This design comes from an exercise in tuning for small area, a short achievable clock period and few clock cycles per item on the open sky130 flow, not from production work. The RTL was checked by simulation tests, not by an equivalence proof against the original design. No activity file was given, so power comes from the tool's default toggle rates.

== raven ==
==> flow/design.v (excerpt) <==
module int64_power_overflow_checked (
   input  logic        clock,
   input  logic        reset,
   input  logic        req_valid,
   output logic        req_stall,
   input  logic [63:0] req_base,
   input  logic [63:0] req_exponent,
   output logic        rsp_valid,
   input  logic        rsp_stall,
   output logic [63:0] rsp_power,
   output logic        rsp_overflow
);
Settings: LEC_CHECK=0, CAP_MARGIN=20, CORE_MARGIN=2, CORE_UTILIZATION=65, CTS_BUF_LIST=sky130_fd_sc_hd__clkbuf_4, SETUP_SLACK_MARGIN=5, SLEW_MARGIN=20; clock period 10.0 ns.
run.sh (not shown) runs the stock make flow with config.mk's settings and CLKGATE_MAP_FILE= SYNTH_SCRIPT=/design/flow/synth_recipe.tcl, a recipe that flattens the netlist after the stock synthesis.
Testbench counts of raven, summed over its fixed seeds: cycles 12,752, items 8,000.
### raven -> yarrow
--- a/flow/design.v
+++ b/flow/design.v
@@ -874,42 +874,39 @@
    logic [NB-1:0] i_idx;
    logic        c_busy;
    logic        c_comp;      
    logic [63:0] r_ff;        
    logic [31:0] m_ff;        
    logic        neg_ff;
    logic [5:0]  erem_ff;
    logic        mul_ff;      
    logic        last_ff;     
    logic [NC-1:0] idx_ff;    
-   logic        cm_ff;       
-   logic [NB-1:0] midx_ff;   
    logic        res_ff;      
    logic        first_ff;    
    logic        ovf_pend;    
    logic [65:0] s_ff, cv_ff;
    logic        rp;          
    logic        rp_ovf, rp_chk;
    logic        neg_sel;     
    logic        o_valid;
    logic [63:0] o_val;
    logic        o_ovf;
    logic        q_push, q_pop, o_take, o_free, r_done, step_en, accept, in_take;
    logic        c_fin, c_take, fin_norm, fin_ovf;
    logic [31:0] mul_a;
    logic [K-1:0] chunk;
    logic [65:0] s_new, cv_new, s_acc, cv_acc, add_x, add_y, sum;
    logic        big, ovf_pre, last_nx;
    logic [62:0] r_sfx;       
    logic [NC-1:0] sum_top;
-   logic [NC*K-1:0] r_pad, sum_pad, src_pad;
-   logic        next_cm;
+   logic [NC*K-1:0] r_pad, sum_pad;
    assign req_stall = i_valid || (q_cnt == (QW + 1)'(QD));
    assign accept    = req_valid && !req_stall;
    assign q_push    = accept;
    assign q_head    = q_mem[0];
    assign rsp_valid = (q_cnt != '0) && (!q_head[2] || o_valid);
    assign q_pop     = rsp_valid && !rsp_stall;
    assign o_take    = q_pop && q_head[2];
    always_comb begin
       if (q_head[2]) begin
          rsp_power    = o_ovf ? 64'd0 : o_val;
@@ -917,26 +914,25 @@
       end else begin
          rsp_power    = {{63{q_head[1:0] == iopc_pkg::RES_M1}},
                          (q_head[1:0] == iopc_pkg::RES_ONE) || (q_head[1:0] == iopc_pkg::RES_M1)};
          rsp_overflow = (q_head[1:0] == iopc_pkg::RES_OVF);
       end
    end
    assign o_free  = !o_valid || o_take;
    assign r_done  = rp && o_free;
    assign step_en = !rp || o_free;
    assign in_take = accept && in_full;
-   assign mul_a = (mul_ff && !cm_ff) ? m_ff : r_ff[31:0];
+   assign mul_a = mul_ff ? m_ff : r_ff[31:0];
    assign r_pad = (NC * K)'(r_ff);
-   assign src_pad = cm_ff ? (NC * K)'(m_ff) : r_pad;
    always_comb begin
       chunk = '0;
-      for (int j = 0; j < NC; j++) chunk |= src_pad[K * j +: K] & {K{idx_ff[j]}};
+      for (int j = 0; j < NC; j++) chunk |= r_pad[K * j +: K] & {K{idx_ff[j]}};
    end
    assign s_acc  = first_ff ? 66'd0 : s_ff;
    assign cv_acc = first_ff ? 66'd0 : cv_ff;
    iopc_mul #(.K(K)) u_mul (
       .s_in  (s_acc),
       .c_in  (cv_acc),
       .a     (mul_a),
       .chunk (chunk),
       .s_out (s_new),
       .c_out (cv_new)
@@ -959,21 +955,20 @@
    always_comb begin
       ovf_pre = 1'b0;
       if (mul_ff) begin
          for (int j = 1; j < 32; j++) begin
             if (m_ff[j] && r_sfx[63 - j]) ovf_pre = 1'b1;
          end
       end else begin
          ovf_pre = |r_ff[63:32];
       end
    end
-   assign next_cm = !mul_ff && erem_ff[5] && (sum[63:32] == 32'd0);
    assign last_nx = (!mul_ff && erem_ff[5]) ? (erem_ff[4:0] == 5'b10000)
                                             : (erem_ff[3:0] == 4'b1000) && !erem_ff[4];
    assign fin_norm = c_comp && !ovf_pend && !res_ff && !ovf_pre && idx_ff[0] && last_ff;
    assign fin_ovf  = c_comp && (ovf_pend || (!res_ff && ovf_pre));
    assign c_fin    = c_busy && step_en && (!c_comp || fin_ovf || fin_norm);
    assign c_take   = !c_busy || c_fin;
    always_ff @(posedge clock) begin
       if (reset) begin
          q_cnt <= '0;
       end else begin
@@ -1006,32 +1001,29 @@
          c_busy <= i_valid || in_take;
       end
       if (c_take) begin
          c_comp   <= i_valid ? i_comp : in_comp;
          r_ff     <= i_valid ? i_r : in_r;
          m_ff     <= i_valid ? i_r[31:0] : in_r[31:0];
          neg_ff   <= i_valid ? i_neg : in_neg;
          erem_ff  <= i_valid ? i_erem : in_erem;
          last_ff  <= (i_valid ? i_erem : in_erem) == 6'b010000;
          idx_ff   <= NC'(i_valid ? i_idx : in_idx);
-         midx_ff  <= i_valid ? i_idx : in_idx;
-         cm_ff    <= 1'b0;
          mul_ff   <= 1'b0;
          res_ff   <= 1'b0;
          first_ff <= 1'b1;
          ovf_pend <= 1'b0;
       end else if (c_busy && step_en) begin
          if (res_ff) begin
             r_ff     <= sum[63:0];
             ovf_pend <= big;
-            idx_ff   <= next_cm ? NC'(midx_ff) : sum_top;
-            cm_ff    <= next_cm;
+            idx_ff   <= sum_top;
             res_ff   <= 1'b0;
             first_ff <= 1'b1;
             last_ff  <= last_nx;
             if (!mul_ff && erem_ff[5]) begin
                mul_ff <= 1'b1;
             end else begin
                mul_ff  <= 1'b0;
                erem_ff <= erem_ff << 1;
             end
          end else begin
Results
- yarrow was carried through to the last stage, and its layout satisfied the timing, DRC and antenna checks.
- From raven to yarrow the numbers moved as follows: routed wire length on met2 saw an increase, combinational-cell power consumption went up about 4%, placeable core region fell by 0.38%.
- Compared with raven, yarrow shows number of gates given a new drive strength after cts that has gone down by more than 10%.
- According to the power report, total power for yarrow is higher than for raven.
- From raven to yarrow the numbers moved as follows: minimum setup slack after placement now sits higher; depth of the most critical reg-to-reg path saw an increase; register-to-register slack picked up an extra 0.11 ns; fmax moved up.
- Number of instances in the synthesized netlist delta for yarrow relative to raven: 0.84% lower
- In yarrow relative to raven, number of enable-type register cells in the synthesized netlist had gone down slightly.
- Against raven, overall via count from detail_route in yarrow came out worse.
- raven ended up with sky130_fd_sc_hd__nor2_1 as its most common cell after layout, fill and taps aside; yarrow ended up with sky130_fd_sc_hd__edfxtp_1.
- Compared with raven, yarrow degrades routed wire length.
- Across both runs, non-clock buffer total of the final layout was lower for yarrow than for raven.
Testbench counts of yarrow, summed over its fixed seeds: cycles 13,192, items 8,000.

========
Another version of the RTL of int64_power_overflow_checked (not shown whole).
For scale: about 3,700 cells after synthesis, about 430 flip-flops, ~0.037 mm^2 of cells after synthesis.
Settings: LEC_CHECK=0, CAP_MARGIN=20, CORE_MARGIN=2, CORE_UTILIZATION=40, SETUP_SLACK_MARGIN=5, SLEW_MARGIN=20; clock period 10.0 ns.
Testbench counts at the start, summed over its fixed seeds: cycles 12,752, items 8,000.
Edit:
--- a/flow/design.v
+++ b/flow/design.v
@@ -878,13 +878,12 @@
    logic [31:0] m_ff;        
    logic        neg_ff;
    logic [5:0]  erem_ff;
    logic        mul_ff;      
    logic        last_ff;     
    logic [NC-1:0] idx_ff;    
-   logic [NB-1:0] idm_ff;    
    logic        cm_ff;       
    logic [NB-1:0] midx_ff;   
    logic        res_ff;      
    logic        first_ff;    
    logic        ovf_pend;    
    logic [65:0] s_ff, cv_ff;
@@ -899,14 +898,13 @@
    logic [31:0] mul_a;
    logic [K-1:0] chunk;
    logic [65:0] s_new, cv_new, s_acc, cv_acc, add_x, add_y, sum;
    logic        big, ovf_pre, last_nx;
    logic [62:0] r_sfx;       
    logic [NC-1:0] sum_top;
-   logic [NC*K-1:0] r_pad, sum_pad, m_pad;
-   logic        last_chunk;
+   logic [NC*K-1:0] r_pad, sum_pad, src_pad;
    logic        next_cm;
    assign req_stall = i_valid || (q_cnt == (QW + 1)'(QD));
    assign accept    = req_valid && !req_stall;
    assign q_push    = accept;
    assign q_head    = q_mem[0];
    assign rsp_valid = (q_cnt != '0) && (!q_head[2] || o_valid);
@@ -925,18 +923,16 @@
    assign o_free  = !o_valid || o_take;
    assign r_done  = rp && o_free;
    assign step_en = !rp || o_free;
    assign in_take = accept && in_full;
    assign mul_a = !c_comp ? 32'd1 : (mul_ff && !cm_ff) ? m_ff : r_ff[31:0];
    assign r_pad = (NC * K)'(r_ff);
-   assign m_pad = (NC * K)'(m_ff);
-   assign last_chunk = idx_ff[0] || idm_ff[0];
+   assign src_pad = cm_ff ? (NC * K)'(m_ff) : r_pad;
    always_comb begin
       chunk = '0;
-      for (int j = 0; j < NC; j++) chunk |= r_pad[K * j +: K] & {K{idx_ff[j]}};
-      for (int j = 0; j < NB; j++) chunk |= m_pad[K * j +: K] & {K{idm_ff[j]}};
+      for (int j = 0; j < NC; j++) chunk |= src_pad[K * j +: K] & {K{idx_ff[j]}};
    end
    assign s_acc  = first_ff ? (c_comp ? 66'd0 : ({{2{r_ff[63]}}, r_ff} >> K)) : s_ff;
    assign cv_acc = first_ff ? 66'd0 : cv_ff;
    iopc_mul #(.K(K)) u_mul (
       .s_in  (s_acc),
       .c_in  (cv_acc),
@@ -970,13 +966,13 @@
          ovf_pre = |r_ff[63:32];
       end
    end
    assign next_cm = !mul_ff && erem_ff[5] && (sum[63:32] == 32'd0);
    assign last_nx = (!mul_ff && erem_ff[5]) ? (erem_ff[4:0] == 5'b10000)
                                             : (erem_ff[3:0] == 4'b1000) && !erem_ff[4];
-   assign fin_norm = c_comp && !ovf_pend && !res_ff && !ovf_pre && last_chunk && last_ff;
+   assign fin_norm = c_comp && !ovf_pend && !res_ff && !ovf_pre && idx_ff[0] && last_ff;
    assign fin_ovf  = c_comp && (ovf_pend || (!res_ff && ovf_pre));
    assign c_fin    = c_busy && step_en && (!c_comp || fin_ovf || fin_norm);
    assign c_take   = !c_busy || c_fin;
    always_ff @(posedge clock) begin
       if (reset) begin
          q_cnt <= '0;
@@ -1016,40 +1012,37 @@
          neg_ff   <= i_valid ? i_neg : in_neg;
          erem_ff  <= i_valid ? i_erem : in_erem;
          last_ff  <= (i_valid ? i_erem : in_erem) == 6'b010000;
          idx_ff   <= (i_valid ? i_comp : in_comp) ? NC'(i_valid ? i_idx : in_idx) : NC'(1);
          midx_ff  <= i_valid ? i_idx : in_idx;
          cm_ff    <= 1'b0;
-         idm_ff   <= '0;
          mul_ff   <= 1'b0;
          res_ff   <= 1'b0;
          first_ff <= 1'b1;
          ovf_pend <= 1'b0;
       end else if (c_busy && step_en) begin
          if (res_ff) begin
             r_ff     <= sum[63:0];
             ovf_pend <= big;
-            idx_ff   <= next_cm ? '0 : sum_top;
-            idm_ff   <= next_cm ? midx_ff : '0;
+            idx_ff   <= next_cm ? NC'(midx_ff) : sum_top;
             cm_ff    <= next_cm;
             res_ff   <= 1'b0;
             first_ff <= 1'b1;
             last_ff  <= last_nx;
             if (!mul_ff && erem_ff[5]) begin
                mul_ff <= 1'b1;
             end else begin
                mul_ff  <= 1'b0;
                erem_ff <= erem_ff << 1;
             end
          end else begin
             first_ff <= 1'b0;
-            if (last_chunk) begin
+            if (idx_ff[0]) begin
                res_ff <= 1'b1;
             end else begin
                idx_ff <= idx_ff >> 1;
-               idm_ff <= idm_ff >> 1;
             end
          end
       end
       if (step_en) begin
          s_ff  <= s_new;
          cv_ff <= cv_new;
The new run passed the timing, DRC and antenna checks. Core utilization came out higher by 0.45 points. Routed wire length came out lower slightly. Die area barely changes. Non-clock buffer count came out higher by 14. Worst hold slack gains 0.067 ns. Cell area came out higher slightly. Synthesized area is about the same. Final cell count hardly moves. Via count stays flat.
Testbench counts after the change, summed over its fixed seeds: cycles 12,752, items 8,000.

========
int64_power_overflow_checked, a different RTL version from the one above (not shown whole).
Size: ~3,600 cells after synthesis, ~430 flip-flops, about 37,000 um2 of cells after synthesis.
clock: 10.0 ns
lec_check: 0
cap_margin: 20
core_margin: 2
core_utilization: 40
setup_slack_margin: 5
slew_margin: 20
Testbench counts at the start, summed over its fixed seeds: cycles 12,850, items 8,000.
Next try:
--- a/flow/design.v
+++ b/flow/design.v
@@ -874,14 +874,15 @@
    logic        i_neg;
    logic [5:0]  i_erem;
    logic [NB-1:0] i_idx;
    logic        c_busy;
    logic        c_comp;      
    logic [63:0] r_ff;        
    logic [31:0] m_ff;        
+   logic        op1_ff;      
    logic        neg_ff;
    logic [5:0]  erem_ff;
    logic        mul_ff;      
    logic        last_ff;     
    logic [NC-1:0] idx_ff;    
    logic [NB-1:0] idm_ff;    
    logic        cm_ff;       
@@ -1012,15 +1013,15 @@
          c_busy <= 1'b0;
       end else if (c_take) begin
          c_busy <= i_valid || in_take;
       end
       if (c_take) begin
          c_comp   <= i_valid ? i_comp : in_comp;
          r_ff     <= i_valid ? i_r : in_r;
-         m_ff     <= i_valid ? i_r[31:0] : in_r[31:0];
+         op1_ff   <= 1'b1;
          neg_ff   <= i_valid ? i_neg : in_neg;
          erem_ff  <= i_valid ? i_erem : in_erem;
          last_ff  <= (i_valid ? i_erem : in_erem) == 6'b010000;
          idx_ff   <= NC'(i_valid ? i_idx : in_idx);
          midx_ff  <= i_valid ? i_idx : in_idx;
          cm_ff    <= 1'b0;
          idm_ff   <= '0;
@@ -1030,14 +1031,15 @@
          ovf_pend <= 1'b0;
       end else if (c_busy && step_en) begin
          if (res_ff) begin
             r_ff     <= sum[63:0];
             ovf_pend <= big;
             idx_ff   <= next_cm ? '0 : sum_top;
             idm_ff   <= next_cm ? midx_ff : '0;
+            op1_ff   <= 1'b0;
             cm_ff    <= next_cm;
             res_ff   <= 1'b0;
             first_ff <= 1'b1;
             last_ff  <= last_nx;
             if (!mul_ff && erem_ff[5]) begin
                mul_ff <= 1'b1;
             end else begin
@@ -1050,14 +1052,15 @@
                res_ff <= 1'b1;
             end else begin
                idx_ff <= idx_ff >> 1;
                idm_ff <= idm_ff >> 1;
             end
          end
       end
+      if (op1_ff) m_ff <= r_ff[31:0];
       if (step_en) begin
          s_ff  <= s_new;
          cv_ff <= cv_new;
       end
       if (reset) begin
          rp      <= 1'b0;
          neg_sel <= 1'b0;
=> Count of clock-buffer cells in the layout goes up by 7. Worst setup slack improved by 49 ps. Final area came out lower by about 1.4%. Power grows by about 0.5%. Die area goes down by 1.1%. First-iteration DRC count goes down by about 0.35%. Synthesized area decreases by 1.2%. Via count rises by about 0.55%. Sequential power barely changes. Cell count barely changes. Worst hold slack gets better by 34 ps.
Testbench counts after the change, summed over its fixed seeds: cycles 12,850, items 8,000.

[port drivers added, routing unchanged]
The results above use ideal ports. As a check the final layouts listed here were re-extracted and re-timed, cells and wires unchanged. Step 1 (the two cells are an assumption about what drives the block):
set clk [get_ports {clock}]
set_driving_cell -lib_cell sky130_fd_sc_hd__clkbuf_16 $clk
set_driving_cell -lib_cell sky130_fd_sc_hd__buf_2 [delete_from_list [all_inputs] $clk]
Step 2 adds t to the input delays and takes it off the output delays; t is the mean of the earliest and latest rising clock arrival at the registers after step 1. Input paths then give back, and output paths get back, about the clock's delay inside the block. Slacks: ideal ports / drivers / drivers and shift; pairs: ideal ports / drivers.
| run | t (ns) | setup slack, ns | worst setup path after step 2 | latest minus earliest clock arrival (ns) |
|---|---|---|---|---|
| raven | 0.979 | 4.825 / 4.825 / 4.106 | input to register | 0.118 / 0.119 |
| yarrow | 0.956 | 4.939 / 4.939 / 4.176 | input to register | 0.102 / 0.102 |
| the first run of note 2 | 0.687 | 4.927 / 4.855 / 4.434 | input to register | 0.064 / 0.064 |
| the second run of note 2 | 0.666 | 4.991 / 4.991 / 4.428 | input to register | 0.048 / 0.049 |
| the first run of note 3 | 0.677 | 4.994 / 4.994 / 4.466 | input to register | 0.030 / 0.029 |
| the second run of note 3 | 0.681 | 5.043 / 5.043 / 4.445 | input to register | 0.040 / 0.040 |
After both steps setup and hold are still met in every run listed. The setup slack of yarrow, which loses most, moves by 0.000 ns with the drivers and by -0.763 ns with both steps.
